What follows belongs to an exercise in optimizing a design on an open flow for small area; a production flow would make more cautious choices. In this exercise RTL edits were held to simulation tests only and were not proved equivalent to the original. Power is estimated from default activity; no workload was simulated.

==> flow/design.v <==
localparam integer H_ACTIVE = 16;
localparam integer H_TOTAL  = 24;
localparam integer V_ACTIVE = 8;
localparam integer V_TOTAL  = 10;
localparam integer HSYNC_START = 18;
localparam integer HSYNC_END   = 21;
localparam integer VSYNC_LINE  = 9;
localparam integer HCOUNT_BITS = 5;
localparam integer VCOUNT_BITS = 4;
localparam integer PIXEL_BITS      = 8;
localparam integer PIXELS_PER_WORD = 4;
localparam integer WORD_BITS       = 36;
localparam integer PARITY_BITS     = WORD_BITS - PIXEL_BITS * PIXELS_PER_WORD;
localparam integer WORDS_PER_LINE  = 4;
localparam integer FRAME_WORDS     = 32;
localparam integer ADDR_BITS       = 5;
localparam integer PHASE_BITS   = 2;
localparam [1:0]   READ_PHASE   = 2'd0;
localparam [1:0]   WRITE_PHASE  = 2'd2;
localparam integer READ_LATENCY = 2;
`timescale 1ns/1ps
`default_nettype none
module raster_timing
(
   input wire        clk,
   input wire        rst_n,
   output reg  [4:0] raster_hcount,
   output reg  [3:0] raster_vcount,
   output wire       raster_hsync,
   output wire       raster_vsync,
   output wire       raster_blank
);
localparam integer H_ACTIVE = 16;
localparam integer H_TOTAL  = 24;
localparam integer V_ACTIVE = 8;
localparam integer V_TOTAL  = 10;
localparam integer HSYNC_START = 18;
localparam integer HSYNC_END   = 21;
localparam integer VSYNC_LINE  = 9;
localparam integer HCOUNT_BITS = 5;
localparam integer VCOUNT_BITS = 4;
localparam integer PIXEL_BITS      = 8;
localparam integer PIXELS_PER_WORD = 4;
localparam integer WORD_BITS       = 36;
localparam integer PARITY_BITS     = WORD_BITS - PIXEL_BITS * PIXELS_PER_WORD;
localparam integer WORDS_PER_LINE  = 4;
localparam integer FRAME_WORDS     = 32;
localparam integer ADDR_BITS       = 5;
localparam integer PHASE_BITS   = 2;
localparam [1:0]   READ_PHASE   = 2'd0;
localparam [1:0]   WRITE_PHASE  = 2'd2;
localparam integer READ_LATENCY = 2;
   wire h_last = (raster_hcount == H_TOTAL - 1);
   wire v_last = raster_vcount[3] & raster_vcount[0];
   always @(posedge clk or negedge rst_n)
   begin
      if (!rst_n)
      begin
         raster_hcount <= H_TOTAL - 1;
         raster_vcount <= 4'd15;
      end
      else if (h_last)
      begin
         raster_hcount <= {HCOUNT_BITS{1'b0}};
         raster_vcount <= v_last ? {VCOUNT_BITS{1'b0}} : raster_vcount + 1'b1;
      end
      else
         raster_hcount <= raster_hcount + 1'b1;
   end
   assign raster_hsync = (raster_hcount >= HSYNC_START) && (raster_hcount < HSYNC_END);
   assign raster_vsync = raster_vcount[3] & ~raster_vcount[1] & raster_vcount[0];
   assign raster_blank = raster_hcount[4] | raster_vcount[3];
endmodule
`default_nettype wire
`timescale 1ns/1ps
`default_nettype none
module pixel_packer
(
   input wire         clk,
   input wire         rst_n,
   input wire         pix_req,
   input wire  [7:0]  pix_data,
   input wire         pix_start,
   output reg         pix_ack,
   output reg  [4:0]  wr_addr,
   output reg  [31:0] wr_data
);
localparam integer H_ACTIVE = 16;
localparam integer H_TOTAL  = 24;
localparam integer V_ACTIVE = 8;
localparam integer V_TOTAL  = 10;
localparam integer HSYNC_START = 18;
localparam integer HSYNC_END   = 21;
localparam integer VSYNC_LINE  = 9;
localparam integer HCOUNT_BITS = 5;
localparam integer VCOUNT_BITS = 4;
localparam integer PIXEL_BITS      = 8;
localparam integer PIXELS_PER_WORD = 4;
localparam integer WORD_BITS       = 36;
localparam integer PARITY_BITS     = WORD_BITS - PIXEL_BITS * PIXELS_PER_WORD;
localparam integer WORDS_PER_LINE  = 4;
localparam integer FRAME_WORDS     = 32;
localparam integer ADDR_BITS       = 5;
localparam integer PHASE_BITS   = 2;
localparam [1:0]   READ_PHASE   = 2'd0;
localparam [1:0]   WRITE_PHASE  = 2'd2;
localparam integer READ_LATENCY = 2;
   reg  [23:0] part_q;
   reg  [1:0]  fill_q;
   reg         restart_q;
   wire [1:0]  fill_eff;
   wire [4:0]  addr_eff;
   wire        accept;
   wire        last_pix;
   assign accept   = pix_req & ~pix_ack;
   assign fill_eff = pix_start ? 2'd0 : fill_q;
   assign last_pix = (fill_eff == 2'd3);
   assign addr_eff = (pix_start | restart_q) ? 5'd0 : wr_addr + 1'b1;
   always @(posedge clk or negedge rst_n)
   begin
      if (!rst_n)
      begin
         pix_ack   <= 1'b0;
         fill_q    <= 2'd0;
         restart_q <= 1'b1;
      end
      else
      begin
         pix_ack <= pix_req;
         if (accept)
         begin
            fill_q    <= fill_eff + 1'b1;
            restart_q <= ~last_pix & (restart_q | pix_start);
         end
      end
   end
   always @(posedge clk)
   begin
      if (accept)
      begin
         part_q <= {pix_data, part_q[23:8]};
         if (last_pix)
         begin
            wr_addr <= addr_eff;
            wr_data <= {pix_data, part_q};
         end
      end
   end
endmodule
`default_nettype wire
`timescale 1ns/1ps
`default_nettype none
module frame_store
(
   input wire         clk,
   input wire  [4:0]  raster_hcount,
   input wire  [3:0]  raster_vcount,
   input wire  [4:0]  wr_addr,
   input wire  [31:0] wr_data,
   output wire [63:0] tap_data
);
   wire [3:0] phase_nx = {raster_hcount[3] ^ raster_vcount[0], raster_hcount[2:0]} + 1'b1;
   wire [7:0] wr_byte  = wr_data[8*phase_nx[1:0] +: 8];
   wire       grp_lo   = (phase_nx[2] == wr_addr[0]);
   wire       ins_0    = grp_lo & (phase_nx[3] == wr_addr[1]);
   wire       ins_8    = grp_lo & (phase_nx[3] != wr_addr[1]);
   genvar l;
   generate
      for (l = 0; l < 8; l = l + 1)
      begin : line
         reg  [127:0] ring_q;
         wire         sel = (wr_addr[4:2] == l);
         if (l % 2 == 0)
         begin : even
            always @(posedge clk)
            begin
               ring_q[127:72] <= {ring_q[7:0], ring_q[127:80]};
               ring_q[71:64]  <= (sel & ins_8) ? wr_byte : ~ring_q[79:72];
               ring_q[63:8]   <= ring_q[71:16];
               ring_q[7:0]    <= (sel & ins_0) ? ~wr_byte : ~ring_q[15:8];
            end
            assign tap_data[8*l +: 8] = ring_q[7:0];
         end
         else
         begin : odd
            always @(posedge clk)
            begin
               ring_q[127:72] <= {ring_q[7:0], ring_q[127:80]};
               ring_q[71:64]  <= (sel & ins_8) ? ~wr_byte : ~ring_q[79:72];
               ring_q[63:8]   <= ring_q[71:16];
               ring_q[7:0]    <= (sel & ins_0) ? wr_byte : ~ring_q[15:8];
            end
            assign tap_data[8*l +: 8] = ring_q[71:64];
         end
      end
   endgenerate
endmodule
`default_nettype wire
`timescale 1ns/1ps
`default_nettype none
module scan_reader
(
   input wire  [3:0]  raster_vcount,
   input wire  [63:0] tap_data,
   output wire [7:0]  pix_out
);
   assign pix_out = ~tap_data[8*raster_vcount[2:0] +: 8];
endmodule
`default_nettype wire
`timescale 1ns/1ps
`default_nettype none
module video_frame_top
(
   input wire         clk,
   input wire         rst_n,
   input wire         pix_req,
   input wire  [7:0]  pix_data,
   input wire         pix_start,
   output wire        pix_ack,
   output wire [7:0]  pix_out,
   output wire        hsync_out,
   output wire        vsync_out,
   output wire        blank_out
);
   wire [4:0]  raster_hcount;
   wire [3:0]  raster_vcount;
   wire [4:0]  wr_addr;
   wire [31:0] wr_data;
   wire [63:0] tap_data;
   raster_timing raster_timing_inst (
      .clk           (clk),
      .rst_n         (rst_n),
      .raster_hcount (raster_hcount),
      .raster_vcount (raster_vcount),
      .raster_hsync  (hsync_out),
      .raster_vsync  (vsync_out),
      .raster_blank  (blank_out)
   );
   pixel_packer pixel_packer_inst (
      .clk       (clk),
      .rst_n     (rst_n),
      .pix_req   (pix_req),
      .pix_data  (pix_data),
      .pix_start (pix_start),
      .pix_ack   (pix_ack),
      .wr_addr   (wr_addr),
      .wr_data   (wr_data)
   );
   frame_store frame_store_inst (
      .clk           (clk),
      .raster_hcount (raster_hcount),
      .raster_vcount (raster_vcount),
      .wr_addr       (wr_addr),
      .wr_data       (wr_data),
      .tap_data      (tap_data)
   );
   scan_reader scan_reader_inst (
      .raster_vcount (raster_vcount),
      .tap_data      (tap_data),
      .pix_out       (pix_out)
   );
endmodule
`default_nettype wire
==> flow/flow/run.sh <==
#!/bin/bash
# Layout flow: the standard ORFS flow (standard synthesis unchanged), with
#  - the combinational logic restructured for area after floorplanning (post_floorplan.tcl),
#  - the smallest buffer (buf_1) on the ports,
#  - clock tree synthesis without dummy loads (same clustering settings as config.mk).
# Each step's full output is in orfs/logs/; the make output of each call goes to its
# own log here.
set -euo pipefail
HERE=$(pwd)
PLAT=$FLOW_HOME/platforms/$FLOW_PLATFORM
DONT_USE=$(sed -n '/DONT_USE_CELLS +=/,/^export FILL_CELLS/p' $PLAT/config.mk | grep -oE "sky130_fd_sc_hd__\w+" | tr '\n' ' ')
python3 flow/filter_lib.py $PLAT/lib/sky130_fd_sc_hd__tt_025C_1v80.lib $HERE/rmp.lib $DONT_USE > flow_filter_lib.log 2>&1
export RMP_LIB=$HERE/rmp.lib
export POST_FLOORPLAN_TCL=$HERE/flow/post_floorplan.tcl
export BUFFER_PORTS_ARGS="-buffer_cell sky130_fd_sc_hd__buf_1"
export CTS_ARGS="-sink_clustering_enable -repair_clock_nets -sink_clustering_size 20 -sink_clustering_max_diameter 50 -buf_list sky130_fd_sc_hd__clkbuf_8 -dont_use_dummy_load"
bash standard.sh synth > flow_synth.log 2>&1
bash standard.sh finish > flow_make.log 2>&1
==> flow/flow/filter_lib.py <==
# Writes a copy of a liberty file without the named cells (the platform's don't-use list),
# for the area restructuring step, whose ABC run reads a liberty file and ignores set_dont_use.
# usage: python3 filter_lib.py IN.lib OUT.lib CELL...
import re, sys
src, dst, drop = sys.argv[1], sys.argv[2], set(sys.argv[3:])
text = open(src).read()
out = []
pos = 0
for m in re.finditer(r'\n\s*cell\s*\(\s*"?([\w]+)"?\s*\)\s*\{', text):
    if m.start() < pos or m.group(1) not in drop:
        continue
    # find the matching closing brace of this cell group
    depth = 0
    i = m.end() - 1
    while True:
        c = text[i]
        if c == '{':
            depth += 1
        elif c == '}':
            depth -= 1
            if depth == 0:
                break
        i += 1
    out.append(text[pos:m.start()])
    pos = i + 1
out.append(text[pos:])
open(dst, 'w').write(''.join(out))
==> flow/flow/post_floorplan.tcl <==
# After floorplanning: restructure the combinational logic for area with ABC
# (OpenROAD's restructure), on a liberty file without the platform's don't-use cells.
# Registers are not touched.
set rmp_dir $::env(OBJECTS_DIR)/rmp
file mkdir $rmp_dir
restructure -target area \
  -liberty_file $::env(RMP_LIB) \
  -tielo_port sky130_fd_sc_hd__conb_1/LO \
  -tiehi_port sky130_fd_sc_hd__conb_1/HI \
  -work_dir $rmp_dir \
  -abc_logfile $::env(LOG_DIR)/2_1_restructure_abc.log
report_design_area
==> flow/standard.sh <==
#!/bin/bash
# synth_recipe.tcl (not shown) runs the flow's synth.tcl, then flattens the netlist and writes it again
# the make line also repeats each setting of config.mk as NAME=value (left out here)
make -C /OpenROAD-flow-scripts/flow DESIGN_CONFIG=/design/flow/config.mk WORK_HOME=/design/flow/orfs CLKGATE_MAP_FILE= SYNTH_SCRIPT=/design/flow/synth_recipe.tcl "${@:-finish}"
==> flow/config.mk <==
export PLATFORM = sky130hd
export DESIGN_NAME = video_frame_top
export DESIGN_NICKNAME = video_frame_top
export VERILOG_FILES = /design/flow/design.v
export SDC_FILE = /design/flow/constraint.sdc
export NUM_CORES = 4
export LEC_CHECK = 0
export CAP_MARGIN = 20
export CORE_MARGIN = 2
export CORE_UTILIZATION = 75
export CTS_BUF_LIST = sky130_fd_sc_hd__clkbuf_8
export CTS_CLUSTER_DIAMETER = 50
export CTS_CLUSTER_SIZE = 20
export PLACE_DENSITY = 0.85
export SLEW_MARGIN = 20
==> flow/constraint.sdc <==
create_clock -name core_clock -period 10.0 [get_ports {clk}]
set_input_delay 2.0000 -clock core_clock [delete_from_list [all_inputs] [get_ports {clk}]]
set_output_delay 2.0000 -clock core_clock [all_outputs]
set_load 0.01 [all_outputs]
==> summary.txt, run 1 <==
Cell variety after synth=47; Hold-fix buffers, CTS=0; vias in the first global route=11300; Final ANT Viol Nets=0; Routed WL per cell=24.8 um; Hold Crit Class=register to register; final worst path period share=58.5%; I/O Pins=24; most common cell after layout, fill and taps aside=dfxtp_1; mapped cell area=25500 um^2; #FFs+latches synth=1098; crit path cell chain=clkinv_1, o221ai_1, a21oi_1, a31oi_1, buf_1; Max Slew Vio Count=0; Post-synth ARST share=1.18%; die width=188 um; number of remaining DRC errors=0; # fillers=1625; Layout Nets=1518; Worst-path clk slew=0.11 ns; slew margin rel.=37.5%; most frequent cells in the layout=dfxtp_1 (1024), a22oi_1 (129), clkbuf_8 (61), edfxtp_1 (61), clkinv_1 (43); total die area=35500 um^2; Tmin final=5.85 ns; CTS tree=built; Post-Syn Area per Cell=18.3 um^2; DR pass1 iterations=8; Initial Util=76.1%; global-route wire length before repair=70700 um; PwrDens=242 nW/um^2; Pleak=10.2 nW; num rows=67; f_max=0.171 GHz; Max Root-Sink Buffers=3; Cells after Synth=1396; outcome=finished clean; syn nets=1413; H-tree levels=2; Total GRT Usage=27.6%; WP data arrival=3.85 ns; RSZ-0062 raised after global routing=false; CP max stage delay=0.94 ns; Final HPWL DP=29700 um; Post-CTS Resized=0; VDD IR-drop max=201 uV; worst slew pin tran=0.932 ns; largest net degree at the start of global routing=35; core box area=33500 um^2; Req. time, crit path=8.00 ns; number of CTS-inserted buffers=61; die height=188 um; gpl congestion=0.849; Most used DFF post-synth=dfxtp_1; antenna violations before repair=0; GRT Residual Overflow=0; number of vias per cell=5.69; largest area contributor in the synthesized netlist=dfxtp_1; largest cells by area after synthesis=dfxtp_1 (80%), edfxtp_1 (7.2%), mux2i_1 (5.7%), mux4_2 (1.4%), dfstp_2 (0.93%); PnR Total Power=6.34 mW; layout cell share with drive strength beyond 1=4.99%; CTS root buf=clkbuf_8; Max Cap Viol=0; top cell type's share of synthesized area=80.4%; crit path max-delay cell type=dfstp_2; I/O Buffers=23; Total Wirelength=48400 um; clk sink count=1098; number of synthesized flops with an enable pin=61; setup tns final=0 ns; via count=11100; Finished Layout Cells=1953; CP endpoint kind=output pin; Fin. Hold Viols=0; worst skew pair latency=0.67 ns; Fin Hold WS=0.283 ns; Final setup viols=0; startpoint types=register; critical-path maximum fanout=34; dpl cells=1891; Iteration-0 DRC Markers=1226; Synth Warn #=3; crit path kind=register to output pin; setup bufs post-CTS=0; Clock Skews=0.0667 ns; Seq/Total Area, Yosys=88.9%; Area Growth Syn to Fin=2.94%
==> worst paths after layout <==
kind / start / depth (start not counted) / to / slack [ns]
max: raster_timing_inst.raster_vcount[1] / 5 / pix_out[4] / 4.15
min in group asynchronous: rst_n / 1 / pixel_packer_inst.fill_q[1] / 1.39
min reg2reg: frame_store_inst.line[3].ring_q[95] / 0 / frame_store_inst.line[3].ring_q[87] / 0.28
max reg2reg: raster_timing_inst.raster_hcount[0] / 11 / frame_store_inst.line[2].ring_q[67] / 5.56
max in group asynchronous: rst_n / 1 / raster_timing_inst.raster_hcount[3] / 8.10
min: frame_store_inst.line[3].ring_q[95] / 0 / frame_store_inst.line[3].ring_q[87] / 0.28
==> layer usage <==
metal / routed length (um) / up-vias / global-route usage (%)
met2: 22200 / 652 / 44.4
met4: 3020 / 0 / 14.5
met5: 0 / - / 0
met1: 19300 / 5307 / 36.0
li1: - / 4946 / -
met3: 3830 / 209 / 5.57
==> synthesized netlist by cell type, types with 2 or more instances <==
| cell | instances |
|---|---|
| mux4_2 | 16 |
| clkbuf_1 | 8 |
| nor3b_1 | 2 |
| nand3_1 | 7 |
| o21ai_1 | 8 |
| o21ai_0 | 2 |
| dfrtp_1 | 4 |
| a21oi_4 | 5 |
| edfxtp_1 | 61 |
| xor3_1 | 2 |
| or2_2 | 2 |
| nand3_2 | 2 |
| o21a_1 | 8 |
| or4b_4 | 2 |
| nor2b_1 | 4 |
| nor2_1 | 6 |
| xor2_1 | 4 |
| mux2_2 | 9 |
| a21oi_1 | 3 |
| buf_1 | 3 |
| nand2_1 | 18 |
| mux2i_1 | 145 |
| o21ai_2 | 3 |
| ha_1 | 5 |
| nor3_1 | 6 |
| dfstp_2 | 9 |
| nor3_4 | 4 |
| and2_1 | 2 |
| buf_2 | 5 |
| dfxtp_1 | 1024 |
==> cell families (layout without fill, tap and decap cells) <==
| group | after synthesis | in the layout | share of synthesized area [%] |
|---|---|---|---|
| other cells | 0 | 1 | 0 |
| simple gates | 64 | 63 | 1.57 |
| fa+ha+maj | 5 | 0 | 0.245 |
| buf+inv | 19 | 131 | 0.348 |
| mux | 170 | 0 | 7.50 |
| flops | 1098 | 1098 | 88.9 |
| compound gates | 32 | 211 | 1.02 |
| xor+xnor | 8 | 1 | 0.446 |
==> flip-flops by register name, summed over array words and instances (netlist names) <==
| name | cells |
|---|---|
| pixel_packer_inst.restart_q | 1 |
| pixel_packer_inst.wr_addr | 5 |
| raster_timing_inst.raster_vcount | 4 |
| pixel_packer_inst.pix_ack | 1 |
| pixel_packer_inst.fill_q | 2 |
| pixel_packer_inst.wr_data | 32 |
| raster_timing_inst.raster_hcount | 5 |
| pixel_packer_inst.part_q | 24 |
| frame_store_inst.line.ring_q | 1024 |
==> worst max-delay path: cells and delay by family (launching register included) <==
family | cells | cell delay [ns]
DFF | 1 | 0.94
buffers and inverters | 2 | 1.13
AOI/OAI and AO/OA | 3 | 1.12
==> report_power, final <==
part	switching (mW)	internal [mW]
Combinational	0.0295	0.0131
Clock	1.18	0.549
Sequential	0.0484	4.52
Total	1.25	5.09
==> stage by stage <==
| step | worst slack [ns] | cell area [um^2] | utilization [%] |
|---|---|---|---|
| after floorplan | 5.63 | 25500 | - |
| after detailed placement | 5.09 | 25400 | 75.8 |
| after global routing | 4.10 | 26300 | 78.3 |
| final | 4.15 | 26300 | 78.3 |
| after global placement | 5.36 | 25400 | 75.8 |
| after CTS | 4.37 | 26300 | 78.3 |
==> area by class of cell <==
class	instances	area, um^2	share of cell area [%]
Sequential cell	1098	22700	86.3
Multi-Input combinational cell	275	1910	7.27
Clock buffer	61	840	3.20
Tap cell	448	561	2.13
Inverter	43	161	0.615
Timing Repair Buffer	27	116	0.443
Antenna cell	1	2.50	0.00953
==> inputs of run 2 (changes only) <==
--- a/flow/design.v
+++ b/flow/design.v
@@ -204,7 +204,16 @@
    input wire  [63:0] tap_data,
    output wire [7:0]  pix_out
 );
-   assign pix_out = ~tap_data[8*raster_vcount[2:0] +: 8];
+   reg [7:0] sel_or;
+   integer   i;
+   always @(*)
+   begin
+      sel_or = 8'd0;
+      for (i = 0; i < 8; i = i + 1)
+         if (raster_vcount[2:0] == i)
+            sel_or = sel_or | ~tap_data[8*i +: 8];
+   end
+   assign pix_out = sel_or;
 endmodule
 `default_nettype wire
 `timescale 1ns/1ps
--- a/flow/config.mk
+++ b/flow/config.mk
@@ -7,9 +7,9 @@
 export LEC_CHECK = 0
 export CAP_MARGIN = 20
 export CORE_MARGIN = 2
-export CORE_UTILIZATION = 75
+export CORE_UTILIZATION = 82
 export CTS_BUF_LIST = sky130_fd_sc_hd__clkbuf_8
 export CTS_CLUSTER_DIAMETER = 50
 export CTS_CLUSTER_SIZE = 20
-export PLACE_DENSITY = 0.85
+export PLACE_DENSITY = 0.95
 export SLEW_MARGIN = 20
==> summary.txt, run 2 <==
GRT Residual Overflow=0 (unchanged); CP max stage delay=0.69 ns (-0.25 ns); final worst path period share=50.0% (-8.5 points); CP endpoint kind=output pin; Clock Skews=0.0624 ns (-0.00432 ns); f_max=0.200 GHz (+17%); Pleak=10.1 nW (-0.17%); Routed WL per cell=23.3 um (-6.0%); Area Growth Syn to Fin=1.96%; I/O Pins=24 (unchanged); total die area=32500 um^2 (-8.3%); crit path max-delay cell type=dfstp_2; Total Wirelength=44600 um (-7.9%); gpl congestion=0.922 (+8.6%); number of vias per cell=5.58 (-1.9%); Cells after Synth=1437 (+2.9%); DR pass1 iterations=5 (-3); Hold-fix buffers, CTS=0 (unchanged); global-route wire length before repair=65600 um (-7.2%); via count=10700 (-3.8%); Fin. Hold Viols=0 (unchanged); Crit path max-delay family=buffers and inverters; cell area after layout=26000 um^2 (-0.91%); worst slew pin tran=0.891 ns (-0.0413 ns); outcome=finished clean; Req. time, crit path=8.00 ns (about the same); Hold Crit Class=register to register; mapped cell area=25500 um^2 (about the same); Seq pwr share=72.2% (about the same); most common cell after layout, fill and taps aside=dfxtp_1; Final setup viols=0 (unchanged); Multi-input gate area=1670 um^2 (-12%); CTS tree=built; layout cell share with drive strength beyond 1=5.33% (+0.35 points); vias in the first global route=10900 (-3.9%); number of CTS-inserted buffers=61 (unchanged); VDD IR-drop max=200 uV (-0.74%); slew margin rel.=40.2% (+2.7 points); RSZ-0062 raised after global routing=false; Cell variety after synth=48 (+2.1%); #FFs+latches synth=1098 (unchanged); top flop regs=frame_store_inst.line.ring_q (1024), pixel_packer_inst.wr_data (32), pixel_packer_inst.part_q (24); syn nets=1459 (+3.3%); Max Slew Vio Count=0 (unchanged); Iteration-0 DRC Markers=913 (-26%); dpl cells=1854 (-2.0%); PnR Total Power=6.22 mW (-1.8%); DP Worst Slack=5.27 ns (+0.174 ns); Total GRT Usage=27.6% (about the same); CTS root buf=clkbuf_8; Initial Util=83.4% (+7.4 points); Clock Power Share=27.3% (about the same); worst skew pair latency=0.64 ns (-0.03 ns); worst setup margin=5.00 ns (+0.849 ns); I/O Buffers=23 (unchanged); Seq/Total Area, Yosys=88.8% (about the same); largest area contributor in the synthesized netlist=dfxtp_1; Synth Warn #=4 (+1); Layout Nets=1533 (+0.99%); max reg flops=1024 (unchanged); clk sink count=1098 (unchanged); largest cells by area after synthesis=dfxtp_1 (80%), edfxtp_1 (7.2%), mux2i_1 (5.4%), dfstp_2 (0.93%), ha_1 (0.49%); Post-DP Area=25200 um^2 (-0.94%); die width=180 um (-4.2%); Most used DFF post-synth=dfxtp_1; most frequent cells in the layout=dfxtp_1 (1024), o22ai_1 (151), clkbuf_8 (61), edfxtp_1 (61), clkinv_1 (48); top cell type's share of synthesized area=80.3% (about the same); Post-Syn Area per Cell=17.8 um^2 (-2.8%); Most flops, register=frame_store_inst.line.ring_q; Post-CTS Resized=0 (unchanged); Final ANT Viol Nets=0 (unchanged); Worst Path Buf+Inv=3 (+1); Int Pwr=5.03 mW (-1.1%); Max Root-Sink Buffers=3 (unchanged); Tmin final=5.00 ns (-0.849 ns); crit path cell chain=clkinv_1, nor2_1, clkinv_1, o22ai_1, a21oi_1, o221ai_1, buf_1; critical-path maximum fanout=14 (-59%); Post-synth ARST share=1.18% (unchanged); switch share=19.2% (-0.58 points); commonest cells in the netlist=dfxtp_1 (1024), mux2i_1 (137), edfxtp_1 (61), nand2_1 (15), nor2_1 (15); num rows=64 (-4.5%); largest net degree at the start of global routing=28 (-20%); WP data arrival=3.00 ns (-0.85 ns); antenna violations before repair=1 (+1); Max Cap Viol=0 (unchanged); Finished Layout Cells=1915 (-1.9%); crit path kind=register to output pin; setup bufs post-CTS=0 (unchanged); startpoint types=register; PwrDens=239 nW/um^2 (-0.94%); Net Sw Power=1.20 mW (-4.7%); number of remaining DRC errors=0 (unchanged); Worst-path clk slew=0.12 ns (about the same); H-tree levels=2 (unchanged); die height=180 um (-4.2%); # fillers=1226 (-25%); most used cell, CP=clkinv_1; number of synthesized flops with an enable pin=61 (unchanged); core box area=30600 um^2 (-8.8%); Logic pwr share=0.4% (-0.3 points); Final HPWL DP=29300 um (-1.3%); # diodes=0 (-1); sequential cell area=22700 um^2 (unchanged); count leader, synth=dfxtp_1; setup tns final=0 ns (unchanged)
run 2: per-stage QoR:
stage / util [%] / hold slack (ns)
after floorplan: - / 0.310
after global placement: 82.3 / 0.310
after detailed placement: 82.3 / 0.312
after CTS: 85.0 / 0.321
after global routing: 85.1 / 0.333
final: 85.1 / 0.326
run 2: final timing paths:
check	slack (ns)	cells past startpoint	to	from
max	5.00	7	pix_out[2]	raster_timing_inst.raster_vcount[2]
min	0.33	0	frame_store_inst.line[3].ring_q[38]	frame_store_inst.line[3].ring_q[46]
max reg2reg	5.52	11	frame_store_inst.line[1].ring_q[2]	raster_timing_inst.raster_hcount[0]
min reg2reg	0.33	0	frame_store_inst.line[3].ring_q[38]	frame_store_inst.line[3].ring_q[46]
max in group asynchronous	8.05	1	pixel_packer_inst.fill_q[1]	rst_n
min in group asynchronous	1.42	1	raster_timing_inst.raster_hcount[3]	rst_n
run 2: area by class of cell:
class,instances,area share [%]
flip-flops and latches,1098,87.1
multi-input cells,279,6.43
clock buffers,61,3.23
well taps,396,1.90
repair buffers,33,0.620
inverters,48,0.693
run 2: routing by layer:
metal  part of all wire [%]  vias up  track usage, %
met1                     41     5146            36.3
met3                    5.9      149            4.45
met2                     48      449            45.8
met4                    5.4        0            13.1
li1                       -     4944               -
met5                      0        -               0
run 2: logic make-up after synthesis:
kind of cell    after synthesis  synth area share [%]
simple gates                 83                  2.20
compound gates               59                  1.61
fa+ha+maj                    10                 0.490
xor+xnor                     10                 0.603
flops                      1098                  88.8
mux                         146                  5.77
buf+inv                      31                 0.495
run 2: worst register-to-register path: cells and delay by family, from the launching register on:
family          cells  cell delay, ns
compound gates      3            0.86
buf+inv             3            1.10
flops               1            0.55
simple gates        5            1.86
run 2: power by group through the flow:
| stage | sequential, mW | combinational (mW) | clock [mW] |
|---|---|---|---|
| floorplan | 4.60 | 0.0227 | 0 |
| global placement | 4.59 | 0.0232 | 0 |
| detailed placement | 4.60 | 0.0266 | 0 |
| CTS | 4.50 | 0.0269 | 1.72 |
| global route | 4.50 | 0.0293 | 1.86 |
| finish | 4.50 | 0.0277 | 1.70 |
==> inputs of run 3 (changes only) <==
--- a/flow/config.mk
+++ b/flow/config.mk
@@ -7,7 +7,7 @@
 export LEC_CHECK = 0
 export CAP_MARGIN = 20
 export CORE_MARGIN = 2
-export CORE_UTILIZATION = 82
+export CORE_UTILIZATION = 75
 export CTS_BUF_LIST = sky130_fd_sc_hd__clkbuf_8
 export CTS_CLUSTER_DIAMETER = 50
 export CTS_CLUSTER_SIZE = 20
==> summary.txt, run 3 <==
mapped cell area=25500 um^2 (unchanged); number of synthesized flops with an enable pin=61 (unchanged); Max Slew Vio Count=0 (unchanged); Cells after Synth=1437 (unchanged); clk sink count=1098 (unchanged); CTS tree=built; Post-DP Area=25200 um^2 (+0.29%); commonest cells in the netlist=dfxtp_1 (1024), mux2i_1 (137), edfxtp_1 (61), nand2_1 (15), nor2_1 (15); Most flops, register=frame_store_inst.line.ring_q; most frequent cells in the layout=dfxtp_1 (1024), o22ai_1 (151), clkbuf_8 (61), edfxtp_1 (61), clkinv_1 (48); Seq/Total Area, Yosys=88.8% (unchanged); CTS root buf=clkbuf_8; Req. time, crit path=8.00 ns (about the same); H-tree levels=2 (unchanged); most common cell after layout, fill and taps aside=dfxtp_1; final worst path period share=49.6% (-0.46 points); Final HPWL DP=28800 um (-1.9%); Final setup viols=0 (unchanged); Final ANT Viol Nets=0 (unchanged); Hold-fix buffers, CTS=0 (unchanged); CP endpoint kind=output pin; WP data arrival=2.96 ns (-0.04 ns); Hold Crit Class=register to register; GRT Residual Overflow=0 (unchanged); die height=188 um (+4.5%); Cell variety after synth=48 (unchanged); slew margin rel.=47.3% (+7.1 points); worst setup margin=5.04 ns (+0.0462 ns); Max Cap Viol=0 (unchanged); Tmin final=4.96 ns (-0.0462 ns); I/O Buffers=23 (unchanged); Layout Nets=1534 (+0.065%); Fin. Hold Viols=0 (unchanged); f_max=0.202 GHz (+0.93%); Total GRT Usage=24.2% (-3.5 points); worst slew pin tran=0.788 ns (-0.103 ns); Clock Skews=0.0411 ns (-0.0212 ns); Post-CTS Resized=0 (unchanged); top flop regs=frame_store_inst.line.ring_q (1024), pixel_packer_inst.wr_data (32), pixel_packer_inst.part_q (24); Worst Path Buf+Inv=3 (unchanged); worst reg2reg path depth=11 (unchanged); outcome=finished clean; startpoint types=register; DR pass1 iterations=7 (+2); setup tns final=0 ns (unchanged); Max Root-Sink Buffers=3 (unchanged); Routed WL per cell=21.7 um (-6.9%); die width=188 um (+4.5%); Synth Warn #=4 (unchanged); RSZ-0062 raised after global routing=false; worst skew pair latency=0.67 ns (+0.03 ns); Total Wirelength=42700 um (-4.2%); setup bufs post-CTS=0 (unchanged); DP Worst Slack=5.55 ns (+0.277 ns); Iteration-0 DRC Markers=819 (-10%); crit path max-delay cell type=dfstp_2; Initial Util=76.1% (-7.3 points); number of remaining DRC errors=0 (unchanged); syn nets=1459 (unchanged); gpl congestion=0.923 (about the same); Stages on worst setup path=7 (unchanged); hold depth=0 (unchanged); Worst-path clk slew=0.12 ns (about the same); Post-Syn Area per Cell=17.8 um^2 (unchanged); vias in the first global route=10600 (-2.1%); largest net degree at the start of global routing=40 (+43%); cell area after layout=26100 um^2 (+0.29%); Multi-input gate area=1670 um^2 (unchanged); count leader, synth=dfxtp_1; VDD IR-drop max=201 uV (+0.78%); most used cell, CP=clkinv_1; top cell type's share of synthesized area=80.3% (unchanged); number of vias per cell=5.32 (-4.6%); crit path cell chain=clkinv_1, nor2_1, clkinv_1, o22ai_1, a21oi_1, o221ai_1, buf_1; max reg flops=1024 (unchanged); via count=10500 (-1.9%); #FFs+latches synth=1098 (unchanged); Crit path max-delay family=buffers and inverters; crit path kind=register to output pin; core box area=33500 um^2 (+9.6%); CP max stage delay=0.68 ns (about the same); num rows=67 (+4.7%); global-route wire length before repair=61800 um (-5.8%); layout cell share with drive strength beyond 1=5.39% (+0.062 points); Most used DFF post-synth=dfxtp_1; sequential cell area=22700 um^2 (unchanged); number of CTS-inserted buffers=61 (unchanged); total die area=35500 um^2 (+9.1%); I/O Pins=24 (unchanged); largest area contributor in the synthesized netlist=dfxtp_1; # fillers=1714 (+40%); PwrDens=238 nW/um^2 (-0.33%); largest cells by area after synthesis=dfxtp_1 (80%), edfxtp_1 (7.2%), mux2i_1 (5.4%), dfstp_2 (0.93%), ha_1 (0.49%); Post-synth ARST share=1.18% (unchanged); Pleak=10.2 nW (about the same); Area Growth Syn to Fin=2.25%; antenna violations before repair=4 (+3); critical-path maximum fanout=14 (unchanged)
run 3: cell counts after synthesis:
Identical to the previous run, type by type.
run 3: kinds of logic (layout without fill, tap and decap cells):
family / Yosys count / in the layout / synth area share, %
flops: 1098 / 1098 / 88.8
mux: 146 / 0 / 5.77
compound gates: 59 / 217 / 1.61
xor+xnor: 10 / 0 / 0.603
buf+inv: 31 / 143 / 0.495
simple gates: 83 / 62 / 2.20
other cells: 0 / 1 / 0
fa+ha+maj: 10 / 0 / 0.490
run 3: layout make-up:
type / count / area share (%)
diodes: 1 / 0.00959
clock buffers: 61 / 3.22
inverters: 48 / 0.691
multi-input cells: 279 / 6.41
flip-flops and latches: 1098 / 86.9
well taps: 448 / 2.15
repair buffers: 34 / 0.647
run 3: per-layer routing:
layer  up-vias  GRT usage, %  part of all wire (%)
met1      5017          30.4                    42
met3       148          4.79                   5.5
li1       4958             -                     -
met5         -             0                 0.030
met2       355          39.5                    47
met4         2          13.8                   5.8
run 3: final timing paths:
check	from	end	slack (ns)
min in group asynchronous	rst_n	pixel_packer_inst.pix_ack	1.39
setup / recovery	raster_timing_inst.raster_vcount[2]	pix_out[2]	5.04
hold reg to reg	frame_store_inst.line[3].ring_q[93]	frame_store_inst.line[3].ring_q[85]	0.29
max in group asynchronous	rst_n	pixel_packer_inst.fill_q[1]	8.10
hold / removal	frame_store_inst.line[3].ring_q[93]	frame_store_inst.line[3].ring_q[85]	0.29
setup reg to reg	raster_timing_inst.raster_hcount[0]	frame_store_inst.line[3].ring_q[2]	6.00
run 3: per-stage QoR:
stage,utilization (%),hold slack (ns),instances,power (mW)
finish,77.8,0.294,1969,6.22
global route,77.8,0.293,1968,6.40
CTS,77.8,0.295,1968,6.25
detailed placement,75.3,0.312,1907,4.62
global placement,75.3,0.310,1907,4.61
floorplan,-,0.310,1437,4.62
run 3: power breakdown:
group / switching, mW / leakage [nW] / internal, mW
Clock: 1.15 / 0.439 / 0.549
Combinational: 0.0181 / 0.503 / 0.00823
Sequential: 0.0236 / 9.21 / 4.47
==> inputs of run 4 (changes only) <==
--- a/flow/config.mk
+++ b/flow/config.mk
@@ -5,11 +5,11 @@
 export SDC_FILE = /design/flow/constraint.sdc
 export NUM_CORES = 4
 export LEC_CHECK = 0
-export CAP_MARGIN = 20
+export CAP_MARGIN = 5
 export CORE_MARGIN = 2
 export CORE_UTILIZATION = 75
 export CTS_BUF_LIST = sky130_fd_sc_hd__clkbuf_8
 export CTS_CLUSTER_DIAMETER = 50
 export CTS_CLUSTER_SIZE = 20
 export PLACE_DENSITY = 0.95
-export SLEW_MARGIN = 20
+export SLEW_MARGIN = 5
==> summary.txt, run 4 <==
outcome=finished clean; Cells after Synth=1437 (unchanged); vias in the first global route=10600 (unchanged); Multi-input gate area=1670 um^2 (-0.30%); number of synthesized flops with an enable pin=61 (unchanged); CP endpoint kind=output pin; Total GRT Usage=24.2% (unchanged); number of remaining DRC errors=0 (unchanged); Cell variety after synth=48 (unchanged); Req. time, crit path=8.00 ns (about the same); Hold-fix buffers, CTS=0 (unchanged); DR pass1 iterations=7 (unchanged); Final HPWL DP=28800 um (unchanged); most frequent cells in the layout=dfxtp_1 (1024), o22ai_1 (151), clkbuf_8 (61), edfxtp_1 (61), clkinv_1 (48); most common cell after layout, fill and taps aside=dfxtp_1; largest area contributor in the synthesized netlist=dfxtp_1; RSZ-0062 raised after global routing=false; Total Wirelength=42600 um (about the same); Iteration-0 DRC Markers=818 (-0.12%); #FFs+latches synth=1098 (unchanged); layout cell share with drive strength beyond 1=5.39% (unchanged); number of CTS-inserted buffers=61 (unchanged); Post-Syn Area per Cell=17.8 um^2 (unchanged); largest net degree at the start of global routing=40 (unchanged); count leader, synth=dfxtp_1; DP Worst Slack=5.55 ns (unchanged); Post-DP Area=25200 um^2 (unchanged); antenna violations before repair=4 (unchanged); Fin Hold WS=0.294 ns (-0.00000200 ns); PwrDens=238 nW/um^2 (about the same); Routed WL per cell=21.7 um (about the same); dpl cells=1907 (unchanged); Worst-path clk slew=0.12 ns (about the same); global-route wire length before repair=61800 um (unchanged); Tmin final=4.95 ns (-0.00249 ns); Post-synth ARST share=1.18% (unchanged); VDD IR-drop max=201 uV (about the same); H-tree levels=2 (unchanged); Max Slew Vio Count=0 (unchanged); Pleak=10.1 nW (about the same); CTS root buf=clkbuf_8; Area Growth Syn to Fin=2.23% (about the same); Final ANT Viol Nets=0 (unchanged); worst slew pin tran=1.26 ns (+0.474 ns); Most used DFF post-synth=dfxtp_1; Initial Util=76.1% (unchanged); slew margin rel.=15.5% (-32 points); I/O Buffers=23 (unchanged); Finished Layout Cells=1969 (unchanged); top cell type's share of synthesized area=80.3% (unchanged); Seq/Total Area, Yosys=88.8% (unchanged); max reg flops=1024 (unchanged); f_max=0.202 GHz (about the same); final worst path period share=49.5% (about the same); number of vias per cell=5.32 (about the same); num rows=67 (unchanged); cell area after layout=26100 um^2 (about the same); die height=188 um (unchanged); Post-CTS Resized=0 (unchanged); crit path kind=register to output pin; startpoint types=register; setup bufs post-CTS=0 (unchanged); critical-path maximum fanout=14 (unchanged); final core occ=77.8% (about the same); Hold Crit Class=register to register; worst setup margin=5.05 ns (+0.00249 ns); clk sink count=1098 (unchanged); Fin. Hold Viols=0 (unchanged); gpl congestion=0.923 (unchanged); Max Root-Sink Buffers=3 (unchanged); WP data arrival=2.95 ns (about the same); largest cells by area after synthesis=dfxtp_1 (80%), edfxtp_1 (7.2%), mux2i_1 (5.4%), dfstp_2 (0.93%), ha_1 (0.49%); PnR Total Power=6.22 mW (about the same); # fillers=1715 (+0.058%); mapped cell area=25500 um^2 (unchanged); Most flops, register=frame_store_inst.line.ring_q; core box area=33500 um^2 (unchanged); Clock Skews=0.0411 ns (+0.000000400 ns); syn nets=1459 (unchanged); Final setup viols=0 (unchanged); Synth Warn #=4 (unchanged); GRT Residual Overflow=0 (unchanged); Max Cap Viol=0 (unchanged); sequential cell area=22700 um^2 (unchanged); CTS tree=built; top flop regs=frame_store_inst.line.ring_q (1024), pixel_packer_inst.wr_data (32), pixel_packer_inst.part_q (24); setup tns final=0 ns (unchanged); total die area=35500 um^2 (unchanged); I/O Pins=24 (unchanged); worst skew pair latency=0.67 ns (about the same); Layout Nets=1534 (unchanged); via count=10500 (-0.067%); commonest cells in the netlist=dfxtp_1 (1024), mux2i_1 (137), edfxtp_1 (61), nand2_1 (15), nor2_1 (15); die width=188 um (unchanged)
## run 4: cell count changes in the layout (fill, tap and decap cells not counted)
cell / before / now
nor2b_2: 0 / 1
nor2b_4: 1 / 0
## run 4: worst max-delay path, stage by stage (launching register included)
cell,delay (ns)
dfstp_2,0.68
clkinv_1,0.38
nor2_1,0.27
clkinv_1,0.26
o22ai_1,0.25
a21oi_1,0.06
o221ai_1,0.19
buf_1,0.20
## run 4: worst paths after layout
check	startpoint	depth (start not counted)	to	slack [ns]
setup / recovery	raster_timing_inst.raster_vcount[2]	7	pix_out[2]	5.05
hold / removal	frame_store_inst.line[3].ring_q[93]	0	frame_store_inst.line[3].ring_q[85]	0.29
setup reg to reg	raster_timing_inst.raster_hcount[0]	11	frame_store_inst.line[3].ring_q[1]	6.01
hold reg to reg	frame_store_inst.line[3].ring_q[93]	0	frame_store_inst.line[3].ring_q[85]	0.29
max in group asynchronous	rst_n	1	pixel_packer_inst.fill_q[1]	8.10
min in group asynchronous	rst_n	1	pixel_packer_inst.pix_ack	1.39
## run 4: per-layer routing
metal	share of wire, %	vias up	GRT usage, %	routed length, um
met4	5.7	2	13.8	2450
met5	0.030	-	0	13
met3	5.5	148	4.79	2340
met1	42	5017	30.4	17800
li1	-	4961	-	-
met2	47	345	39.5	20100
## run 4: report_power, final
part	switching, mW	internal [mW]	leakage (nW)
Clock	1.15	0.549	0.439
Combinational	0.0181	0.00807	0.499
Sequential	0.0235	4.47	9.21
Total	1.19	5.03	10.1
## run 4: cell families (layout without fill, tap and decap cells)
logic type | Yosys count | in the layout | share of synthesized area [%]
AOI/OAI and AO/OA | 59 | 217 | 1.61
xor gates and xnor gates | 10 | 0 | 0.603
adders and majority gates | 10 | 0 | 0.490
buffers and inverters | 31 | 143 | 0.495
DFF | 1098 | 1098 | 88.8
muxes | 146 | 0 | 5.77
other | 0 | 1 | 0
and+or+nand+nor | 83 | 62 | 2.20
## run 4: area by class of cell
type	count	share of cell area, %
diodes	1	0.00959
clock buffers	61	3.22
inverters	48	0.691
multi-input cells	279	6.39
flip-flops and latches	1098	86.9
well taps	448	2.15
repair buffers	34	0.647
==> inputs of run 5 (changes only) <==
--- a/flow/flow/run.sh
+++ b/flow/flow/run.sh
@@ -13,6 +13,6 @@
 export RMP_LIB=$HERE/rmp.lib
 export POST_FLOORPLAN_TCL=$HERE/flow/post_floorplan.tcl
 export BUFFER_PORTS_ARGS="-buffer_cell sky130_fd_sc_hd__buf_1"
-export CTS_ARGS="-sink_clustering_enable -repair_clock_nets -sink_clustering_size 20 -sink_clustering_max_diameter 50 -buf_list sky130_fd_sc_hd__clkbuf_8 -dont_use_dummy_load"
+export CTS_ARGS="-sink_clustering_enable -repair_clock_nets -sink_clustering_size 18 -sink_clustering_max_diameter 50 -buf_list sky130_fd_sc_hd__clkbuf_8 -dont_use_dummy_load"
 bash standard.sh synth > flow_synth.log 2>&1
 bash standard.sh finish > flow_make.log 2>&1
==> flow/config.mk (replaced) <==
export PLATFORM = sky130hd
export DESIGN_NAME = video_frame_top
export DESIGN_NICKNAME = video_frame_top
export VERILOG_FILES = /design/flow/design.v
export SDC_FILE = /design/flow/constraint.sdc
export NUM_CORES = 4
export LEC_CHECK = 0
export CAP_MARGIN = 20
export CORE_MARGIN = 2
export CORE_UTILIZATION = 75
export CTS_BUF_LIST = sky130_fd_sc_hd__clkbuf_8
export CTS_CLUSTER_DIAMETER = 50
export CTS_CLUSTER_SIZE = 18
export PLACE_DENSITY = 0.85
export SLEW_MARGIN = 20
==> summary.txt, run 5 <==
outcome=finished clean; reg2reg setup slack=5.92 ns (-0.09 ns); via count=10600 (+1.4%); global-route wire length before repair=63600 um (+3.0%); GRT Residual Overflow=0 (unchanged); Final setup viols=0 (unchanged); Final ANT Viol Nets=0 (unchanged); Hold-fix buffers, CTS=0 (unchanged); top flop regs=frame_store_inst.line.ring_q (1024), pixel_packer_inst.wr_data (32), pixel_packer_inst.part_q (24); Clock Skews=0.0579 ns (+0.0168 ns); die height=188 um (unchanged); die width=188 um (unchanged); Cell variety after synth=48 (unchanged); DR pass1 iterations=6 (-1); H-tree levels=3 (+1); Multi-input gate area=1670 um^2 (unchanged); Pleak=10.2 nW (+0.71%); Layout Nets=1544 (+0.65%); Fin Hold WS=0.294 ns (+0.000810 ns); largest area contributor in the synthesized netlist=dfxtp_1; Final HPWL DP=27700 um (-3.8%); setup bufs post-CTS=0 (unchanged); Req. time, crit path=8.00 ns (about the same); CTS tree=built; critical-path maximum fanout=16 (+2); final core occ=78.2% (+0.40 points); Max Root-Sink Buffers=3 (unchanged); #FFs+latches synth=1098 (unchanged); most common cell after layout, fill and taps aside=dfxtp_1; WP data arrival=2.85 ns (-0.10 ns); max reg flops=1024 (unchanged); clk sink count=1098 (unchanged); mapped cell area=25500 um^2 (unchanged); slew margin rel.=41.8% (+26 points); most frequent cells in the layout=dfxtp_1 (1024), o22ai_1 (151), clkbuf_8 (71); number of remaining DRC errors=0 (unchanged); count leader, synth=dfxtp_1; worst setup margin=5.15 ns (+0.102 ns); f_max=0.206 GHz (+2.1%); commonest cells in the netlist=dfxtp_1 (1024), mux2i_1 (137), edfxtp_1 (61), nand2_1 (15), nor2_1 (15); hold depth=0 (unchanged); reg-to-reg startpoint=raster_timing_inst.raster_hcount[0]; gpl congestion=0.885 (-4.1%); Most used DFF post-synth=dfxtp_1; worst slew pin tran=0.867 ns (-0.396 ns); Max Slew Vio Count=0 (unchanged); largest net degree at the start of global routing=33 (-18%); vias in the first global route=10800 (+1.5%); crit path kind=register to output pin; # fillers=1725 (+0.58%); Synth Warn #=4 (unchanged); worst skew pair latency=0.62 ns (-0.05 ns); Initial Util=76.1% (unchanged); Total GRT Usage=24.5% (+0.40 points); number of CTS-inserted buffers=71 (+16%); final worst path period share=48.5% (-1.0 points); total die area=35500 um^2 (unchanged); Tmin final=4.85 ns (-0.102 ns); core box area=33500 um^2 (unchanged); Max Cap Viol=0 (unchanged); hold endpoint=frame_store_inst.line[5].ring_q[12]; sequential cell area=22700 um^2 (unchanged); syn nets=1459 (unchanged); Fin. Hold Viols=0 (unchanged); layout cell share with drive strength beyond 1=6.01% (+0.62 points); RSZ-0062 raised after global routing=false; Total Wirelength=42600 um (about the same); number of vias per cell=5.37 (+0.89%); VDD IR-drop max=178 uV (-12%); Cells after Synth=1437 (unchanged); worst reg2reg path depth=11 (unchanged); reg2reg end=frame_store_inst.line[1].ring_q[0]; Post-Syn Area per Cell=17.8 um^2 (unchanged); # diodes=0 (-1); Iteration-0 DRC Markers=914 (+12%); startpoint types=register; DP Worst Slack=5.82 ns (+0.279 ns); I/O Buffers=23 (unchanged); Most flops, register=frame_store_inst.line.ring_q; num rows=67 (unchanged); antenna violations before repair=1 (-3); Seq/Total Area, Yosys=88.8% (unchanged); number of synthesized flops with an enable pin=61 (unchanged); CP endpoint kind=output pin; min-delay src=frame_store_inst.line[5].ring_q[20]; CTS root buf=clkbuf_8; Post-CTS Resized=0 (unchanged); top cell type's share of synthesized area=80.3% (unchanged); Post-synth ARST share=1.18% (unchanged); setup tns final=0 ns (unchanged); PwrDens=242 nW/um^2 (+1.3%); Hold Crit Class=register to register; Area Growth Syn to Fin=2.76%; largest cells by area after synthesis=dfxtp_1 (80%), edfxtp_1 (7.2%), mux2i_1 (5.4%), dfstp_2 (0.93%), ha_1 (0.49%); Routed WL per cell=21.5 um (-0.55%); I/O Pins=24 (unchanged); Worst-path clk slew=0.10 ns (-0.02 ns)
run 5: cell counts after synthesis:
Identical to the previous run, type by type.
run 5: logic make-up (layout without fill, tap and decap cells):
| family | count (synthesis) | after routing | synth area share, % |
|---|---|---|---|
| flip-flops | 1098 | 1098 | 88.8 |
| multiplexers | 146 | 0 | 5.77 |
| AND/OR/NAND/NOR | 83 | 62 | 2.20 |
| AO/OA/AOI/OAI | 59 | 217 | 1.61 |
| buffers and inverters | 31 | 153 | 0.495 |
| adder cells (fa/ha/maj) | 10 | 0 | 0.490 |
| XOR/XNOR | 10 | 0 | 0.603 |
run 5: worst max path at each step:
| stage | from | end | slack, ns |
|---|---|---|---|
| 3_5_place_dp | raster_timing_inst.raster_vcount[0] | pix_out[2] | 5.82 |
| 4_1_cts | raster_timing_inst.raster_vcount[0] | pix_out[2] | 5.19 |
| 2_1_floorplan | pix_req | pixel_packer_inst.wr_addr[0] | 5.63 |
| 6_report | raster_timing_inst.raster_vcount[0] | pix_out[4] | 5.15 |
| 3_3_place_gp | raster_timing_inst.raster_vcount[0] | pix_out[6] | 5.91 |
| 5_1_grt | raster_timing_inst.raster_vcount[0] | pix_out[4] | 4.93 |
run 5: area by class of cell:
| type | count | share of cell area (%) |
|---|---|---|
| clock buffers | 71 | 3.73 |
| inverters | 48 | 0.687 |
| flip-flops and latches | 1098 | 86.4 |
| multi-input cells | 279 | 6.36 |
| well taps | 448 | 2.14 |
| repair buffers | 34 | 0.644 |
run 5: metal layers:
metal / share of wire, % / track usage (%)
met5: 0 / 0
met4: 4.3 / 10.1
met3: 5.0 / 4.47
met2: 48 / 40.9
met1: 42 / 32.2
run 5: per-stage QoR:
| stage | area [um^2] | std cells | power, mW |
|---|---|---|---|
| CTS | 26200 | 1978 | 6.37 |
| finish | 26200 | 1978 | 6.33 |
| global route | 26200 | 1978 | 6.53 |
| global placement | 25200 | 1907 | 4.61 |
| floorplan | 25500 | 1437 | 4.62 |
| detailed placement | 25200 | 1907 | 4.62 |
run 5: critical path, stage by stage, from the launching register on:
cell	delay (ns)
dfstp_2	0.57
clkinv_1	0.19
nor2_1	0.20
clkinv_1	0.38
o22a_1	0.35
o22ai_1	0.17
or3_1	0.23
buf_1	0.18
run 5: where the power goes:
| part | internal [mW] | total (mW) | switching (mW) | leakage [nW] |
|---|---|---|---|---|
| registers | 4.47 | 4.49 | 0.0227 | 9.21 |
| logic | 0.00832 | 0.0260 | 0.0177 | 0.499 |
| clock network | 0.644 | 1.82 | 1.17 | 0.510 |
==> inputs of run 6 (changes only) <==
--- a/flow/flow/run.sh
+++ b/flow/flow/run.sh
@@ -13,6 +13,6 @@
 export RMP_LIB=$HERE/rmp.lib
 export POST_FLOORPLAN_TCL=$HERE/flow/post_floorplan.tcl
 export BUFFER_PORTS_ARGS="-buffer_cell sky130_fd_sc_hd__buf_1"
-export CTS_ARGS="-sink_clustering_enable -repair_clock_nets -sink_clustering_size 18 -sink_clustering_max_diameter 50 -buf_list sky130_fd_sc_hd__clkbuf_8 -dont_use_dummy_load"
+export CTS_ARGS="-sink_clustering_enable -repair_clock_nets -sink_clustering_size 20 -sink_clustering_max_diameter 30 -buf_list sky130_fd_sc_hd__clkbuf_8 -dont_use_dummy_load"
 bash standard.sh synth > flow_synth.log 2>&1
 bash standard.sh finish > flow_make.log 2>&1
--- a/flow/config.mk
+++ b/flow/config.mk
@@ -9,7 +9,7 @@
 export CORE_MARGIN = 2
 export CORE_UTILIZATION = 75
 export CTS_BUF_LIST = sky130_fd_sc_hd__clkbuf_8
-export CTS_CLUSTER_DIAMETER = 50
-export CTS_CLUSTER_SIZE = 18
+export CTS_CLUSTER_DIAMETER = 30
+export CTS_CLUSTER_SIZE = 20
 export PLACE_DENSITY = 0.85
 export SLEW_MARGIN = 20
==> summary.txt, run 6 <==
I/O Pins=24 (unchanged); die width=188 um (unchanged); I/O Buffers=23 (unchanged); Post-CTS Resized=0 (unchanged); Tmin final=4.90 ns (+0.0495 ns); commonest cells in the netlist=dfxtp_1 (1024), mux2i_1 (137), edfxtp_1 (61), nand2_1 (15), nor2_1 (15); Synth Warn #=4 (unchanged); sequential cell area=22700 um^2 (unchanged); final worst path period share=49.0% (+0.50 points); reg2reg setup slack=5.87 ns (-0.05 ns); max reg flops=1024 (unchanged); largest cells by area after synthesis=dfxtp_1 (80%), edfxtp_1 (7.2%), mux2i_1 (5.4%), dfstp_2 (0.93%), ha_1 (0.49%); WP data arrival=2.90 ns (+0.05 ns); worst reg2reg path depth=11 (unchanged); startpoint types=register; main combinational cell family by area after synthesis=multiplexers; number of synthesized flops with an enable pin=61 (unchanged); Most flops, register=frame_store_inst.line.ring_q; most frequent cells in the layout=dfxtp_1 (1024), o22ai_1 (151), clkbuf_8 (120); Final setup viols=0 (unchanged); f_max=0.204 GHz (-1.0%); #FFs+latches synth=1098 (unchanged); DR pass1 iterations=5 (-1); RSZ-0062 raised after global routing=false; reg2reg end=frame_store_inst.line[4].ring_q[2]; PwrDens=255 nW/um^2 (+5.6%); outcome=finished clean; layout cell share with drive strength beyond 1=8.93% (+2.9 points); Total Wirelength=44400 um (+4.2%); Fin. Hold Viols=0 (unchanged); cell area after layout=26900 um^2 (+2.6%); Final ANT Viol Nets=0 (unchanged); CTS root buf=clkbuf_8; # fillers=1618 (-6.2%); number of vias per cell=5.38 (+0.18%); Post-DP Area=25200 um^2 (unchanged); Req. time, crit path=8.00 ns (about the same); Clock Skews=0.0588 ns (+0.000896 ns); Routed WL per cell=21.9 um (+1.6%); most common cell after layout, fill and taps aside=dfxtp_1; VDD IR-drop max=171 uV (-3.9%); core box area=33500 um^2 (unchanged); clk sink count=1098 (unchanged); CP endpoint kind=output pin; GRT Residual Overflow=0 (unchanged); Hold Crit Class=register to register; crit path kind=register to output pin; Multi-input gate area=1670 um^2 (unchanged); Cells after Synth=1437 (unchanged); worst slew pin tran=0.898 ns (+0.0317 ns); critical-path maximum fanout=16 (unchanged); Max Cap Viol=0 (unchanged); die height=188 um (unchanged); Cell variety after synth=48 (unchanged); largest net degree at the start of global routing=33 (unchanged); top flop regs=frame_store_inst.line.ring_q (1024), pixel_packer_inst.wr_data (32), pixel_packer_inst.part_q (24); Worst-path clk slew=0.07 ns (-0.03 ns); xor-xnor portion of the synthesized cell area=0.603% (unchanged); antenna violations before repair=1 (unchanged); Iteration-0 DRC Markers=1040 (+14%); Setup crit start=raster_timing_inst.raster_vcount[0]; count leader, synth=dfxtp_1; Max Root-Sink Buffers=3 (unchanged); vias in the first global route=11500 (+6.3%); worst skew pair latency=0.69 ns (+0.07 ns); syn nets=1459 (unchanged); gpl congestion=0.885 (unchanged); Total GRT Usage=25.9% (+1.4 points); Initial Util=76.1% (unchanged); total die area=35500 um^2 (unchanged); largest area contributor in the synthesized netlist=dfxtp_1; mapped cell area=25500 um^2 (unchanged); Post-Synth Simple-Gate Area=2.20% (unchanged); top cell type's share of synthesized area=80.3% (unchanged); setup bufs post-CTS=0 (unchanged); slew margin rel.=39.6% (-2.1 points); multiplexer area fraction after synthesis=5.77% (unchanged); Setup crit end=pix_out[6]; Synth Area in Adders=0.490% (unchanged); number of CTS-inserted buffers=120 (+69%); Area Growth Syn to Fin=5.40%; Pleak=10.6 nW (+3.4%); Max Slew Vio Count=0 (unchanged); Post-synth ARST share=1.18% (unchanged); number of remaining DRC errors=0 (unchanged); CTS tree=built; num rows=67 (unchanged); Layout Nets=1593 (+3.2%); via count=10900 (+2.7%); Seq/Total Area, Yosys=88.8% (unchanged); Compound-Gate Fraction of Synth Area=1.61% (unchanged); global-route wire length before repair=66900 um (+5.1%); Hold-fix buffers, CTS=0 (unchanged); reg-to-reg startpoint=raster_timing_inst.raster_hcount[0]; Final HPWL DP=27700 um (unchanged); setup tns final=0 ns (unchanged); H-tree levels=3 (unchanged); # diodes=0 (unchanged); Post-Syn Area per Cell=17.8 um^2 (unchanged); Most used DFF post-synth=dfxtp_1
==> run 6: changes by cell type in the layout (fill, tap and decap cells not counted) <==
cell,delta
clkbuf_8,+49
==> run 6: worst min-delay path by stage <==
stage | depth (start not counted) | from | slack [ns] | to
2_1_floorplan | 0 | frame_store_inst.line[0].ring_q[108] | 0.31 | frame_store_inst.line[0].ring_q[100]
3_3_place_gp | 0 | frame_store_inst.line[4].ring_q[82] | 0.31 | frame_store_inst.line[4].ring_q[74]
3_5_place_dp | 0 | frame_store_inst.line[1].ring_q[2] | 0.31 | frame_store_inst.line[1].ring_q[122]
4_1_cts | 0 | frame_store_inst.line[5].ring_q[63] | 0.30 | frame_store_inst.line[5].ring_q[55]
5_1_grt | 0 | frame_store_inst.line[3].ring_q[81] | 0.30 | frame_store_inst.line[3].ring_q[73]
6_report | 0 | frame_store_inst.line[3].ring_q[81] | 0.29 | frame_store_inst.line[3].ring_q[73]
==> run 6: final cells by class <==
class / count / share of cell area, %
flip-flops and latches: 1098 / 84.3
multi-input cells: 279 / 6.20
clock buffers: 120 / 6.14
well taps: 448 / 2.08
inverters: 48 / 0.670
repair buffers: 34 / 0.628
==> run 6: cells by family (layout without fill, tap and decap cells) <==
logic type	after synthesis	count (layout)
flip-flops	1098	1098
multiplexers	146	0
AND/OR/NAND/NOR	83	62
AO/OA/AOI/OAI	59	217
buffers and inverters	31	202
adder cells (fa/ha/maj)	10	0
XOR/XNOR	10	0
==> run 6: stage by stage <==
stage               instances  utilization [%]  hold slack, ns  setup slack [ns]  total power, mW
floorplan                1437                -           0.310              5.63             4.62
global placement         1907             75.3           0.310              5.91             4.61
detailed placement       1907             75.3           0.312              5.82             4.62
CTS                      2027             80.2           0.296              5.08             6.90
global route             2027             80.2           0.300              4.88             7.07
finish                   2027             80.2           0.295              5.10             6.86
==> run 6: worst max-delay path, stage by stage, from the launching register on <==
cell      delay (ns)
dfstp_2         0.56
clkinv_1        0.18
nor2_1          0.19
clkinv_1        0.38
o22a_1          0.34
o221ai_1        0.37
buf_1           0.22
==> run 6: metal layers <==
metal	vias up	wire, um	global-route usage [%]	share of wire, %
li1	5079	-	-	-
met1	5311	18500	32.5	42
met2	385	21500	42.4	49
met3	120	2270	6.74	5.1
met4	2	2000	12.6	4.5
met5	-	13	0	0.029
==> run 6: report_power, final <==
| group | leakage (nW) | switching, mW | internal [mW] |
|---|---|---|---|
| clock network | 0.863 | 1.28 | 1.06 |
| registers | 9.21 | 0.0231 | 4.47 |
| logic | 0.499 | 0.0183 | 0.00832 |
| total | 10.6 | 1.32 | 5.54 |
==> inputs of run 7 (changes only) <==
--- a/flow/flow/run.sh
+++ b/flow/flow/run.sh
@@ -13,6 +13,6 @@
 export RMP_LIB=$HERE/rmp.lib
 export POST_FLOORPLAN_TCL=$HERE/flow/post_floorplan.tcl
 export BUFFER_PORTS_ARGS="-buffer_cell sky130_fd_sc_hd__buf_1"
-export CTS_ARGS="-sink_clustering_enable -repair_clock_nets -sink_clustering_size 20 -sink_clustering_max_diameter 30 -buf_list sky130_fd_sc_hd__clkbuf_8 -dont_use_dummy_load"
+export CTS_ARGS="-sink_clustering_enable -repair_clock_nets -sink_clustering_size 12 -sink_clustering_max_diameter 30 -buf_list sky130_fd_sc_hd__clkbuf_4 -dont_use_dummy_load"
 bash standard.sh synth > flow_synth.log 2>&1
 bash standard.sh finish > flow_make.log 2>&1
--- a/flow/config.mk
+++ b/flow/config.mk
@@ -8,8 +8,8 @@
 export CAP_MARGIN = 20
 export CORE_MARGIN = 2
 export CORE_UTILIZATION = 75
-export CTS_BUF_LIST = sky130_fd_sc_hd__clkbuf_8
+export CTS_BUF_LIST = sky130_fd_sc_hd__clkbuf_4
 export CTS_CLUSTER_DIAMETER = 30
-export CTS_CLUSTER_SIZE = 20
-export PLACE_DENSITY = 0.85
+export CTS_CLUSTER_SIZE = 12
+export PLACE_DENSITY = 0.95
 export SLEW_MARGIN = 20
==> summary.txt, run 7 <==
Seq/Total Area, Yosys=88.8% (unchanged); most frequent cells in the layout=dfxtp_1 (1024), o22ai_1 (151), clkbuf_4 (132); max reg flops=1024 (unchanged); Max Cap Viol=0 (unchanged); number of synthesized flops with an enable pin=61 (unchanged); Most flops, register=frame_store_inst.line.ring_q; PwrDens=241 nW/um^2 (-5.6%); top flop regs=frame_store_inst.line.ring_q (1024), pixel_packer_inst.wr_data (32), pixel_packer_inst.part_q (24); Total GRT Usage=24.9% (-1.1 points); setup tns final=0 ns (unchanged); via count=10900 (+0.28%); Synth Warn #=4 (unchanged); Clock Power Share=28.5% (-5.6 points); Max Slew Vio Count=0 (unchanged); WP data arrival=3.03 ns (+0.13 ns); num rows=67 (unchanged); Post-Syn Area per Cell=17.8 um^2 (unchanged); largest area contributor in the synthesized netlist=dfxtp_1; Max Root-Sink Buffers=3 (unchanged); mapped cell area=25500 um^2 (unchanged); startpoint types=register; Post-CTS Resized=0 (unchanged); slew margin rel.=44.9% (+5.2 points); Total Wirelength=43300 um (-2.4%); Synth Area in Adders=0.490% (unchanged); most common cell after layout, fill and taps aside=dfxtp_1; reg-to-reg startpoint=raster_timing_inst.raster_hcount[0]; vias in the first global route=11300 (-1.5%); GRT Residual Overflow=0 (unchanged); reg2reg end=frame_store_inst.line[7].ring_q[0]; Most used DFF post-synth=dfxtp_1; DR pass1 iterations=18 (+13); critical-path maximum fanout=14 (-2); Setup crit start=raster_timing_inst.raster_vcount[2]; layout cell share with drive strength beyond 1=9.62% (+0.69 points); CTS root buf=clkbuf_4; core box area=33500 um^2 (unchanged); I/O Buffers=23 (unchanged); f_max=0.199 GHz (-2.5%); # fillers=1744 (+7.8%); largest cells by area after synthesis=dfxtp_1 (80%), edfxtp_1 (7.2%), mux2i_1 (5.4%), dfstp_2 (0.93%), ha_1 (0.49%); number of vias per cell=5.34 (-0.60%); Net Sw Power=1.23 mW (-6.7%); worst slew pin tran=0.827 ns (-0.0711 ns); VDD IR-drop max=169 uV (-1.3%); crit path cell chain=clkinv_1, nor2_1, clkinv_1, o22ai_1, a21oi_1, o221ai_1, buf_1; RSZ-0062 raised after global routing=false; Post-DP Area=25200 um^2 (unchanged); clk sink count=1098 (unchanged); Iteration-0 DRC Markers=827 (-20%); cell area after layout=26300 um^2 (-2.4%); Req. time, crit path=8.00 ns (about the same); Tmin final=5.03 ns (+0.124 ns); Fin Hold WS=0.276 ns (-0.0189 ns); multiplexer area fraction after synthesis=5.77% (unchanged); Seq pwr share=71.1% (+5.5 points); Routed WL per cell=21.2 um (-3.3%); count leader, synth=dfxtp_1; Int Pwr=5.09 mW (-8.1%); gpl congestion=0.923 (+4.3%); CTS tree=built; die width=188 um (unchanged); final worst path period share=50.3% (+1.2 points); sequential cell area=22700 um^2 (unchanged); number of remaining DRC errors=0 (unchanged); Logic pwr share=0.4% (about the same); crit path max-delay cell type=dfstp_2; top cell type's share of synthesized area=80.3% (unchanged); antenna violations before repair=6 (+5); Final ANT Viol Nets=0 (unchanged); Final HPWL DP=28800 um (+3.9%); Hold-fix buffers, CTS=0 (unchanged); Setup crit end=pix_out[2]; reg2reg setup slack=5.84 ns (-0.03 ns); Post-synth ARST share=1.18% (unchanged); Hold Crit Class=register to register; Post-Synth Simple-Gate Area=2.20% (unchanged); Layout Nets=1605 (+0.75%); total die area=35500 um^2 (unchanged); I/O Pins=24 (unchanged); worst reg2reg path depth=11 (unchanged); Multi-input gate area=1670 um^2 (+0.30%); Worst-path clk slew=0.10 ns (+0.03 ns); outcome=finished clean; syn nets=1459 (unchanged); xor-xnor portion of the synthesized cell area=0.603% (unchanged); main combinational cell family by area after synthesis=multiplexers; global-route wire length before repair=63300 um (-5.3%); die height=188 um (unchanged); Area Growth Syn to Fin=2.89%; switch share=19.5% (+0.25 points); commonest cells in the netlist=dfxtp_1 (1024), mux2i_1 (137), edfxtp_1 (61), nand2_1 (15), nor2_1 (15); largest net degree at the start of global routing=40 (+21%); most used cell, CP=clkinv_1; Final setup viols=0 (unchanged); H-tree levels=4 (+1); setup bufs post-CTS=0 (unchanged); Initial Util=76.1% (unchanged); CP max stage delay=0.66 ns (+0.10 ns); Clock Skews=0.0686 ns (+0.00978 ns); Cell variety after synth=48 (unchanged); CP endpoint kind=output pin; Compound-Gate Fraction of Synth Area=1.61% (unchanged); number of CTS-inserted buffers=132 (+10%); crit path kind=register to output pin; Cells after Synth=1437 (unchanged); Pleak=10.3 nW (-2.4%); Fin. Hold Viols=0 (unchanged); worst skew pair latency=0.82 ns (+0.13 ns); #FFs+latches synth=1098 (unchanged)
==> run 7: power groups by stage <==
| stage | clock network (mW) | registers (mW) | logic (mW) |
|---|---|---|---|
| floorplan | 0 | 4.60 | 0.0227 |
| global placement | 0 | 4.59 | 0.0234 |
| detailed placement | 0 | 4.60 | 0.0256 |
| CTS | 1.85 | 4.49 | 0.0258 |
| global route | 2.02 | 4.50 | 0.0279 |
| finish | 1.80 | 4.49 | 0.0262 |
==> run 7: layout make-up <==
| class | instances | area share [%] |
|---|---|---|
| Antenna cell | 6 | 0.0572 |
| Clock buffer | 132 | 3.77 |
| Inverter | 48 | 0.686 |
| Multi-Input combinational cell | 279 | 6.37 |
| Sequential cell | 1098 | 86.3 |
| Tap cell | 448 | 2.13 |
| Timing Repair Buffer | 34 | 0.643 |
==> run 7: how the worst min path moves through the flow <==
stage	from	end	slack (ns)	cells past startpoint
2_1_floorplan	frame_store_inst.line[0].ring_q[108]	frame_store_inst.line[0].ring_q[100]	0.31	0
3_3_place_gp	frame_store_inst.line[1].ring_q[122]	frame_store_inst.line[1].ring_q[114]	0.31	0
3_5_place_dp	frame_store_inst.line[4].ring_q[23]	frame_store_inst.line[4].ring_q[15]	0.31	0
4_1_cts	frame_store_inst.line[2].ring_q[37]	frame_store_inst.line[2].ring_q[29]	0.28	0
5_1_grt	frame_store_inst.line[2].ring_q[37]	frame_store_inst.line[2].ring_q[29]	0.27	0
6_report	frame_store_inst.line[0].ring_q[36]	frame_store_inst.line[0].ring_q[28]	0.28	0
==> run 7: metrics by stage <==
stage | util, % | instances | setup slack, ns | power [mW]
floorplan | - | 1437 | 5.63 | 4.62
global placement | 75.3 | 1907 | 5.74 | 4.61
detailed placement | 75.3 | 1907 | 5.55 | 4.62
CTS | 78.2 | 2039 | 4.95 | 6.37
global route | 78.3 | 2041 | 4.77 | 6.54
finish | 78.3 | 2045 | 4.97 | 6.32
==> run 7: cells by family after synthesis <==
| logic type | Yosys count |
|---|---|
| buf+inv | 31 |
| compound gates | 59 |
| xor+xnor | 10 |
| fa+ha+maj | 10 |
| mux | 146 |
| simple gates | 83 |
| flops | 1098 |
==> run 7: worst max-delay path, delay by kind of cell, from the launching register on <==
kind,cells,cell delay [ns]
buffers and inverters,3,0.82
AO/OA/AOI/OAI,3,0.49
AND/OR/NAND/NOR,1,0.26
flip-flops,1,0.66
==> run 7: layer usage <==
layer | GRT usage, % | up-vias | share of wire [%]
met2 | 40.9 | 419 | 48
met5 | 0 | - | 0
met4 | 13.8 | 0 | 4.9
met3 | 6.80 | 136 | 6.8
met1 | 29.9 | 5228 | 40
li1 | - | 5145 | -

Re-timed with assumed drivers on the ports (clkbuf_16 on the clock, buf_2 on other inputs), run 7 has 4.926 ns of setup slack against 4.974 ns with ideal ports, and 5.741 ns once port delays also move by the mid clock arrival of 0.815 ns.
